From an optimization exercise on the open Yosys and OpenROAD flow, aimed at small area, a short achievable clock period and few clock cycles per item; shortcuts taken in it are not production practice.
RTL that was checked went through simulation tests only; none was proved equivalent to the original.

## v15
## motor_speed_pi_pid_control_core
module motor_speed_pi_pid_control_core #(
    parameter int SAMPLE_WIDTH   = 16,
    parameter int GAIN_FRAC_BITS = 8,
    parameter int ACC_WIDTH      = 48
) (
    input  wire logic                                   i_clk,
    input  wire logic                                   i_rst_n,
    input  wire logic                                   i_s_axis_tvalid,
    output      logic                                   o_s_axis_tready,
    input  wire logic [((2*SAMPLE_WIDTH+1+7)/8)*8-1:0]  i_s_axis_tdata,
    output      logic                                   o_m_axis_tvalid,
    input  wire logic                                   i_m_axis_tready,
    output      logic [mspc_pkg::OUT_DATA_W-1:0]        o_m_axis_tdata,
    input  wire logic                                   i_cfg_we,
    input  wire logic [mspc_pkg::CFG_ADDR_W-1:0]        i_cfg_addr,
    input  wire logic [mspc_pkg::CFG_DATA_W-1:0]        i_cfg_wdata
);
    localparam int EW = mspc_pkg::ERR_W;
    localparam int SW = mspc_pkg::SUM_W;
    localparam int AW = mspc_pkg::ACC_W;
    localparam int GW = mspc_pkg::GAIN_W;
    localparam int LW = mspc_pkg::LIMIT_W;
    logic          c_mode, c_swap;
    logic [GW-1:0] c_g1, c_g2, c_pos_ki;
    logic [LW-1:0] c_pwm_limit, c_int_limit;
    mspc_cfg_regs u_cfg (
        .i_clk            (i_clk),
        .i_rst_n          (i_rst_n),
        .i_cfg_we         (i_cfg_we),
        .i_cfg_addr       (i_cfg_addr),
        .i_cfg_wdata      (i_cfg_wdata),
        .o_mode           (c_mode),
        .o_swap           (c_swap),
  ...
For scale: ~4300 cells after synthesis, about 390 flip-flops.
Settings: LEC_CHECK=0, ABC_AREA=1, CAP_MARGIN=20, CORE_MARGIN=2, CORE_UTILIZATION=55, PLACE_DENSITY=0.7, SLEW_MARGIN=20; clock period 20.0 ns.
standard.sh (not shown) runs the stock make flow with config.mk's settings and CLKGATE_MAP_FILE= SYNTH_SCRIPT=/design/flow/synth_recipe.tcl, a recipe that flattens the netlist after the stock synthesis.
==> flow/flow/run.sh <==
#!/bin/bash
set -euo pipefail
MARGIN=${MARGIN:-14.5}
sed 's/yosys synth -nofsm -noshare/yosys synth -nofsm -noshare -noabc/' synth_recipe.tcl > synth_noabc.tcl
bash standard.sh SYNTH_SCRIPT="$PWD/synth_noabc.tcl" SYNTH_OPERATIONS_ARGS=-booth SETUP_SLACK_MARGIN=$MARGIN \
    "BUFFER_PORTS_ARGS=-buffer_cell sky130_fd_sc_hd__buf_2" finish > standard_flow.log 2>&1
Testbench counts of v15, summed over its fixed seeds: cycles 19,416, items 19,200.
Setup changes, v15 to v26
--- a/flow/design.v
+++ b/flow/design.v
@@ -142,46 +142,40 @@
                      : {w_hi_next, w_t[SW-1:0]};
     always_ff @(posedge i_clk) begin
         if (!i_rst_n) begin
             o_acc <= '0;
         end else if (i_step) begin
             o_acc <= w_next;
         end
     end
 endmodule
 module mspc_shape (
-    input  wire logic                            i_mode,
-    input  wire logic [mspc_pkg::ACC_W-1:0]      i_acc,
-    input  wire logic [mspc_pkg::SUM_W-1:0]      i_raw,
+    input  wire logic [mspc_pkg::ACC_W-1:0]      i_src,
     input  wire logic [mspc_pkg::LIMIT_W-1:0]    i_limit,
     output      logic [mspc_pkg::DRIVE_W-1:0]    o_drive,
     output      logic                            o_clamped
 );
     localparam int AW = mspc_pkg::ACC_W;
-    localparam int SW = mspc_pkg::SUM_W;
-    logic              w_neg0, w_r0, w_big0;
-    logic [15:0]       w_t0;
-    assign w_neg0 = i_acc[AW-1];
-    assign w_r0   = w_neg0 & (|i_acc[7:0]);
-    assign w_big0 = w_neg0 ? ~(&i_acc[AW-1:23]) : (|i_acc[AW-1:23]);
-    assign w_t0   = i_acc[23:8] + {15'd0, w_r0};
-    logic              w_neg1, w_big1;
-    assign w_neg1 = i_raw[SW-1];
-    assign w_big1 = w_neg1 ? ~(&i_raw[SW-1:15]) : (|i_raw[SW-1:15]);
-    logic              w_neg, w_big, w_over;
+    logic              w_neg;
+    logic [AW-9:0]     w_h;
+    logic              w_r;
+    logic              w_big;
     logic [15:0]       w_t;
     logic signed [16:0] w_t17;
     logic signed [16:0] w_l17;
+    logic              w_over;
     logic [15:0]       w_lim16;
-    assign w_neg   = i_mode ? w_neg1 : w_neg0;
-    assign w_big   = i_mode ? w_big1 : w_big0;
-    assign w_t     = i_mode ? i_raw[15:0] : w_t0;
+    assign w_neg   = i_src[AW-1];
+    assign w_h     = i_src[AW-1:8];
+    assign w_r     = w_neg & (|i_src[7:0]);
+    assign w_big   = w_neg ? ~(&w_h[AW-9:15]) : (|w_h[AW-9:15]);
+    assign w_t     = w_h[15:0] + {15'd0, w_r};
     assign w_t17   = {w_t[15], w_t};
     assign w_l17   = {2'b00, i_limit};
     assign w_over  = w_neg ? (w_t17 < -w_l17) : (w_t17 > w_l17);
     assign w_lim16 = {1'b0, i_limit};
     assign o_clamped = w_big | w_over;
     assign o_drive   = o_clamped ? (w_neg ? (~w_lim16 + 16'd1) : w_lim16) : w_t;
 endmodule
 `default_nettype wire
 `default_nettype none
 module mspc_mul3 (
@@ -1636,27 +1630,21 @@
     logic          w_step0;
     logic [EW-1:0] r_pa, r_pb;         
     logic [15:0]   r_i;                
     logic [EW:0]   w_diff;
     logic [EW:0]   w_isum;
     logic [EW:0]   w_ilim;
     logic [15:0]   w_inext;
     assign w_e     = {r0_t[15], r0_t} - {r0_m[15], r0_m};
     assign w_step0 = w_en && r0_v && r0_run;
     assign w_diff  = {w_e[EW-1], w_e} - {r_pa[EW-1], r_pa};
-    logic [EW:0]   w_i18, w_t18, w_nm18, w_is_s, w_is_c;
-    assign w_i18   = {{2{r_i[15]}}, r_i};
-    assign w_t18   = {{2{r0_t[15]}}, r0_t};
-    assign w_nm18  = ~{{2{r0_m[15]}}, r0_m};
-    assign w_is_s  = w_i18 ^ w_t18 ^ w_nm18;
-    assign w_is_c  = (w_i18 & w_t18) | (w_i18 & w_nm18) | (w_t18 & w_nm18);
-    assign w_isum  = w_is_s + {w_is_c[EW-1:0], 1'b1};
+    assign w_isum  = {{2{r_i[15]}}, r_i} + {w_e[EW-1], w_e};
     assign w_ilim  = {3'b000, c_int_limit};
     always_comb begin
         if ($signed(w_isum) > $signed(w_ilim)) begin
             w_inext = w_ilim[15:0];
         end else if ($signed(w_isum) < -$signed(w_ilim)) begin
             w_inext = 16'(-w_ilim);
         end else begin
             w_inext = w_isum[15:0];
         end
     end
@@ -1739,30 +1727,30 @@
             r3_v <= 1'b0;
         end else if (w_en) begin
             r3_v <= r2_v && !c_mode;
         end
     end
     always_ff @(posedge i_clk) begin
         if (w_en) begin
             r3_run <= r2_run;
         end
     end
+    logic [AW-1:0] w_src;
     logic [15:0]   w_drive;
     logic          w_clamped;
     logic          w_fin_v, w_fin_run;
     logic [16:0]   w_res;
+    assign w_src     = c_mode ? {{(AW-SW-8){w_s[SW-1]}}, w_s, 8'd0} : w_acc;
     assign w_fin_v   = c_mode ? r2_v : r3_v;
     assign w_fin_run = c_mode ? r2_run : r3_run;
     mspc_shape u_shape (
-        .i_mode    (c_mode),
-        .i_acc     (w_acc),
-        .i_raw     (w_s),
+        .i_src     (w_src),
         .i_limit   (c_pwm_limit),
         .o_drive   (w_drive),
         .o_clamped (w_clamped)
     );
     assign w_res = w_fin_run ? {w_clamped, w_drive} : 17'd0;
     logic        r_ov, r_sv;
     logic [16:0] r_od, r_sd;
     logic        w_arrive, w_pop;
     assign w_arrive = w_en && w_fin_v;
     assign w_pop    = r_ov && i_m_axis_tready;
[summary]
Compared with v15, v26 shows a higher worst reg2reg path depth.
When the final numbers for v26 and v15 were put side by side, the wire length of the first global-routing pass turned out to be greater in v15.
The final reports for v26 and v15 show total routing usage reported by global routing lower in the former.
Number of violations reported at the end of detailed-routing iteration 0 (v26 / v15): 0.841
v15 → v26: fraction of the mapped netlist area in compound gates saw an increase; sequential share of layout area saw a decrease; xor/xnor cell area share of the yosys netlist saw an increase; overall routed net length saw a decrease.
Only the layout flow was run in v26; the RTL was not checked for function there.

static timing again, ports no longer ideal:
How much do the figures lean on ideal ports? The routed layouts below were timed once more, with nothing changed but the port constraints.
Step 1 (the two cells are an assumption about what drives the block):
set clk [get_ports {i_clk}]
set_driving_cell -lib_cell sky130_fd_sc_hd__clkbuf_16 $clk
set_driving_cell -lib_cell sky130_fd_sc_hd__buf_2 [delete_from_list [all_inputs] $clk]
Step 2 also shifts input and output timing later by t, the mid clock arrival at the registers, as if the neighbouring blocks saw the same clock.
Three values: ideal, step 1, step 2; two values: the first two.
run | t (ns) | slack for setup (ns) | latest minus earliest clock arrival (ns) | worst data-port slew with drivers (ns)
v15 | 0.659 | 14.513 / 14.513 / 14.021 | 0.018 / 0.017 | 0.04
v26 | 0.646 | 14.537 / 14.537 / 14.023 | 0.034 / 0.034 | 0.04
After both steps every run listed still meets setup and hold. The setup slack of v26, which loses most, moves by 0.000 ns with the drivers and by -0.514 ns with both steps.
